Background: an optimization exercise with open tools, aiming at small area, a short achievable clock period and few clock cycles. Do not read the settings as production practice.
In this exercise RTL edits were held to simulation tests only and were not proved equivalent to the original.
Power is estimated from default activity; no workload was simulated.

==> flow/design.v <==
`default_nettype none
package pb_mcast_pkg;
  localparam int unsigned ADDR_W  = 48;
  localparam int unsigned USER_W  = 8;
  localparam int unsigned SEL_W   = 6;
  localparam int unsigned COORD_W = 6;
endpackage
`default_nettype wire
`default_nettype none
module pb_mcast_subset_iter #(
  parameter int unsigned Width = 48
) (
  input  logic [Width-1:0] val_i,
  input  logic [Width-1:0] mask_i,
  input  logic             cin_i,
  output logic [Width-1:0] val_o,
  output logic             all_o
);
  localparam int unsigned G  = 8;
  localparam int unsigned NG = (Width + G - 1) / G;
  logic [NG*G-1:0] p;
  logic [NG*G-1:0] r;         
  logic [NG-1:0]   g;         
  logic [NG:0]     gc;        
  assign p = {{(NG*G-Width){1'b1}}, val_i | ~mask_i};
  for (genvar k = 0; k < NG; k++) begin : g_grp
    assign r[k*G] = 1'b1;
    for (genvar j = 1; j < G; j++) begin : g_r
      assign r[k*G+j] = r[k*G+j-1] & p[k*G+j-1];
    end
    assign g[k] = &p[k*G +: G];
  end
  assign gc[0] = cin_i;
  for (genvar k = 0; k < NG; k++) begin : g_gc
    assign gc[k+1] = &{cin_i, g[k:0]};
  end
  for (genvar i = 0; i < Width; i++) begin : g_bit
    assign val_o[i] = val_i[i] ^ (mask_i[i] & gc[i/G] & r[i]);
  end
  assign all_o = &p;
endmodule
`default_nettype wire
`default_nettype none
module pb_mcast_unroller #(
  parameter int unsigned AddrWidth  = pb_mcast_pkg::ADDR_W,
  parameter int unsigned UserWidth  = pb_mcast_pkg::USER_W,
  parameter int unsigned SelWidth   = pb_mcast_pkg::SEL_W,
  parameter int unsigned MeshDimX   = 4,
  parameter int unsigned MeshDimY   = 4,
  parameter int unsigned CoordWidth = pb_mcast_pkg::COORD_W
) (
  input  logic                  clk_i,
  input  logic                  rst_i,
  input  logic                  in_valid_i,
  output logic                  in_ready_o,
  input  logic [AddrWidth-1:0]  in_addr_i,
  input  logic [AddrWidth-1:0]  in_mask_i,
  input  logic [2*SelWidth-1:0] in_sel_x_i,
  input  logic [2*SelWidth-1:0] in_sel_y_i,
  input  logic [UserWidth-1:0]  in_user_i,
  output logic                  out_valid_o,
  input  logic                  out_ready_i,
  output logic [AddrWidth-1:0]  out_addr_o,
  output logic [CoordWidth-1:0] out_x_o,
  output logic [CoordWidth-1:0] out_y_o,
  output logic [UserWidth-1:0]  out_user_o,
  output logic                  out_last_o,
  output logic                  busy_o,
  output logic                  err_o
);
  localparam int unsigned AW = 48;    
  localparam int unsigned SW = 6;
  function automatic logic [AW-1:0] thermo(input logic [5:0] hgt, input logic [5:0] heq,
                                           input logic [7:0] lgt);
    logic [AW-1:0] t;
    for (int i = 0; i < AW; i++) t[i] = hgt[i/8] | (heq[i/8] & lgt[i%8]);
    thermo = t;
  endfunction
  function automatic logic [2*AW-1:0] field_dec(input logic [2*SW-1:0] sel);
    logic [2:0] oh, ol, lh, ll;
    logic [13:0] sgt;
    logic [5:0] hgt, heq, hgt0, heq0, ogt, oeq;
    logic [7:0] lgt, olgt;
    logic       c8;
    {oh, ol} = sel[2*SW-1:SW];
    {lh, ll} = sel[SW-1:0];
    for (int k = 0; k < 14; k++) begin
      sgt[k] = 1'b0;
      for (int j = 0; j <= 7; j++)
        if (k + 1 - j >= 0 && k + 1 - j <= 7)
          sgt[k] = sgt[k] | ((ol >= j) & (ll >= (k + 1 - j)));
    end
    c8 = sgt[7];
    for (int a = 0; a < 6; a++) begin
      hgt0[a] = 1'b0;
      for (int j = 0; j <= a + 1; j++)
        if (j <= 7 && a + 1 - j <= 7)
          hgt0[a] = hgt0[a] | ((oh >= j) & (lh >= (a + 1 - j)));
    end
    for (int a = 0; a < 6; a++) begin
      heq0[a] = (a == 0) ? ~hgt0[0] : (hgt0[(a == 0) ? 0 : a-1] & ~hgt0[a]);
      ogt[a]  = (oh > a);
      oeq[a]  = (oh == a);
    end
    for (int a = 0; a < 6; a++) begin
      hgt[a] = hgt0[a] | (c8 & heq0[a]);
      heq[a] = c8 ? ((a == 0) ? 1'b0 : heq0[(a == 0) ? 0 : a-1]) : heq0[a];
    end
    for (int b = 0; b < 8; b++) begin
      lgt[b]  = (sgt[b] & ~c8) | ((b < 6) ? sgt[(b < 6) ? b + 8 : 0] : 1'b0);
      olgt[b] = (ol > b);
    end
    field_dec = {~thermo(ogt, oeq, olgt), thermo(hgt, heq, lgt)};
  endfunction
  function automatic logic [5:0] dec_h(input logic [2*SW-1:0] sel);
    logic [5:0] h;
    for (int a = 0; a < 6; a++) h[a] = (sel[2*SW-1:SW+3] == a) && (sel[SW-1:0] != '0);
    dec_h = h;
  endfunction
  function automatic logic [7:0] dec_l(input logic [2*SW-1:0] sel);
    logic [7:0] l;
    for (int b = 0; b < 8; b++) l[b] = (sel[SW+2:SW] == b);
    dec_l = l;
  endfunction
  logic [AW-1:0] gex, gey, ltx, lty;
  assign {gex, ltx} = field_dec(in_sel_x_i);
  assign {gey, lty} = field_dec(in_sel_y_i);
  logic [AW-1:0] fb, hb;                
  for (genvar i = 0; i < AW; i++) begin : g_dec
    assign fb[i] = (gex[i] & ltx[i]) | (gey[i] & lty[i]);
    if (i >= 2) begin : g_h
      assign hb[i] = (gex[i-2] & ltx[i]) | (gey[i-2] & lty[i]);
    end else begin : g_nh
      assign hb[i] = 1'b0;
    end
  end
  logic [AW-1:0] m_in, mp_in, base_in;
  logic          err_in;
  assign m_in    = in_mask_i & fb;             
  assign mp_in   = m_in & ~hb;                 
  assign base_in = in_addr_i & ~m_in;          
  assign err_in  = |(in_addr_i & ~in_mask_i & hb);
  logic                  busy_q, ld_q, err_q;
  logic [AW-1:0]         a_q, mp_q;
  logic [5:0]            xh_q, yh_q;
  logic [7:0]            xl_q, yl_q;
  logic                  x1_q, y1_q;
  logic [UserWidth-1:0]  user_q;
  logic [AW-1:0]         a_inc;
  logic                  last;
  pb_mcast_subset_iter #(
    .Width (AW)
  ) u_iter (
    .val_i  (a_q),
    .mask_i (mp_q),
    .cin_i  (out_ready_i),
    .val_o  (a_inc),
    .all_o  (last)
  );
  logic busy_d;
  assign busy_d = busy_q ? ~(out_ready_i & last) : (in_valid_i & ~err_in);
  always_ff @(posedge clk_i) begin
    if (rst_i) begin
      busy_q <= 1'b0;
      ld_q   <= 1'b1;
      err_q  <= 1'b0;
    end else begin
      busy_q <= busy_d;
      ld_q   <= ~busy_d;
      err_q  <= ~busy_q & in_valid_i & err_in;
    end
  end
  always_ff @(posedge clk_i) begin
    if (!ld_q) begin
      a_q <= a_inc;
    end else begin
      a_q    <= base_in;
      mp_q   <= mp_in;
      xh_q   <= dec_h(in_sel_x_i);
      yh_q   <= dec_h(in_sel_y_i);
      xl_q   <= dec_l(in_sel_x_i);
      yl_q   <= dec_l(in_sel_y_i);
      x1_q   <= |in_sel_x_i[SW-1:1];
      y1_q   <= |in_sel_y_i[SW-1:1];
      user_q <= in_user_i;
    end
  end
  logic [AW-1:0] dx, dy;
  for (genvar i = 0; i < AW; i++) begin : g_od
    assign dx[i] = xh_q[i/8] & xl_q[i%8];
    assign dy[i] = yh_q[i/8] & yl_q[i%8];
  end
  logic [1:0] cx, cy;
  assign cx[0] = |(dx & a_q);
  assign cx[1] = x1_q & |(dx[AW-2:0] & a_q[AW-1:1]);
  assign cy[0] = |(dy & a_q);
  assign cy[1] = y1_q & |(dy[AW-2:0] & a_q[AW-1:1]);
  assign in_ready_o  = ~busy_q;
  assign busy_o      = busy_q;
  assign out_valid_o = busy_q;
  assign err_o       = err_q;
  assign out_last_o  = last;
  assign out_addr_o  = a_q;
  assign out_x_o     = {{(CoordWidth-2){1'b0}}, cx};
  assign out_y_o     = {{(CoordWidth-2){1'b0}}, cy};
  assign out_user_o  = user_q;
endmodule
`default_nettype wire
Settings: LEC_CHECK=0, ABC_AREA=1, CAP_MARGIN=20, CORE_MARGIN=2, CORE_UTILIZATION=40, CTS_BUF_LIST=sky130_fd_sc_hd__clkbuf_8, CTS_CLUSTER_SIZE=20, SETUP_SLACK_MARGIN=4.0, SLEW_MARGIN=20, TNS_END_PERCENT=0; clock period 7.0 ns.
standard.sh (not shown) runs the stock make flow with config.mk's settings and CLKGATE_MAP_FILE= SYNTH_SCRIPT=/design/flow/synth_recipe.tcl, a recipe that flattens the netlist after the stock synthesis.
==> flow/flow/run.sh <==
#!/bin/bash
# Standard layout, with the port buffers made from the smallest buffer cell
# (the default pick is a larger delay buffer). Everything else is the standard flow's
# standard flow.
set -euo pipefail
export BUFFER_PORTS_ARGS="-buffer_cell sky130_fd_sc_hd__buf_1"
bash standard.sh 2>&1 | tee standard_flow.log
Testbench counts at the start, summed over its fixed seeds: cycles 13,033.
==> next run, changes <==
--- a/flow/design.v
+++ b/flow/design.v
@@ -79,5 +79,5 @@
   function automatic logic [2*AW-1:0] field_dec(input logic [2*SW-1:0] sel);
     logic [2:0] oh, ol, lh, ll;
-    logic [13:0] sgt;
+    logic [3:0] slo, shi;
     logic [5:0] hgt, heq, hgt0, heq0, ogt, oeq;
     logic [7:0] lgt, olgt;
@@ -85,19 +85,10 @@
     {oh, ol} = sel[2*SW-1:SW];
     {lh, ll} = sel[SW-1:0];
-    for (int k = 0; k < 14; k++) begin
-      sgt[k] = 1'b0;
-      for (int j = 0; j <= 7; j++)
-        if (k + 1 - j >= 0 && k + 1 - j <= 7)
-          sgt[k] = sgt[k] | ((ol >= j) & (ll >= (k + 1 - j)));
-    end
-    c8 = sgt[7];
+    slo = {1'b0, ol} + {1'b0, ll};
+    shi = {1'b0, oh} + {1'b0, lh};
+    c8  = slo[3];
     for (int a = 0; a < 6; a++) begin
-      hgt0[a] = 1'b0;
-      for (int j = 0; j <= a + 1; j++)
-        if (j <= 7 && a + 1 - j <= 7)
-          hgt0[a] = hgt0[a] | ((oh >= j) & (lh >= (a + 1 - j)));
-    end
-    for (int a = 0; a < 6; a++) begin
-      heq0[a] = (a == 0) ? ~hgt0[0] : (hgt0[(a == 0) ? 0 : a-1] & ~hgt0[a]);
+      hgt0[a] = (shi > a);
+      heq0[a] = (shi == a);
       ogt[a]  = (oh > a);
       oeq[a]  = (oh == a);
@@ -108,5 +99,5 @@
     end
     for (int b = 0; b < 8; b++) begin
-      lgt[b]  = (sgt[b] & ~c8) | ((b < 6) ? sgt[(b < 6) ? b + 8 : 0] : 1'b0);
+      lgt[b]  = (slo[2:0] > b);
       olgt[b] = (ol > b);
     end
=> Power rose by 21%. Worst hold slack gets worse by 0.015 ns. Utilization came out higher by 0.72 points. Clock power came out higher by about 9%. Maximum frequency grows by 0.43%. Wire length falls by about 10%. Design area fell by 2.4%. Clock-buffer cell count came out lower by 1. Final cell count came out lower by about 6%.
Testbench counts after the change, summed over its fixed seeds: cycles 13,033.

-- separate check: timing with driven ports --
The flow's constraints put no driver on any port. The routed layouts listed below were extracted and timed again, unchanged, in two steps.
Step 1 assumes that a clkbuf_16 drives the clock port and a buf_2 every other input.
Step 2 adds t to the input delays and takes it off the output delays; t is the mean of the earliest and latest rising clock arrival at the registers after step 1. Input paths then give back, and output paths get back, about the clock's delay inside the block.
Three values: ideal ports, drivers, drivers and shift; two values: the first two.
| run | t (ns) | setup slack, ns | worst hold slack (ns) | slew at the worst register clock pin (ns) | cell pins on the clock port's net |
|---|---|---|---|---|---|
| the first run | 0.494 | 3.102 / 3.065 / 2.686 | 0.604 / 0.604 / 0.604 | 0.08 / 0.08 | 1 |
| the second run | 0.501 | 3.119 / 3.079 / 2.743 | 0.588 / 0.588 / 0.588 | 0.09 / 0.09 | 1 |
After both steps setup and hold are still met in every run listed. The setup slack of the first run, which loses most, moves by -0.037 ns with the drivers and by -0.416 ns with both steps.
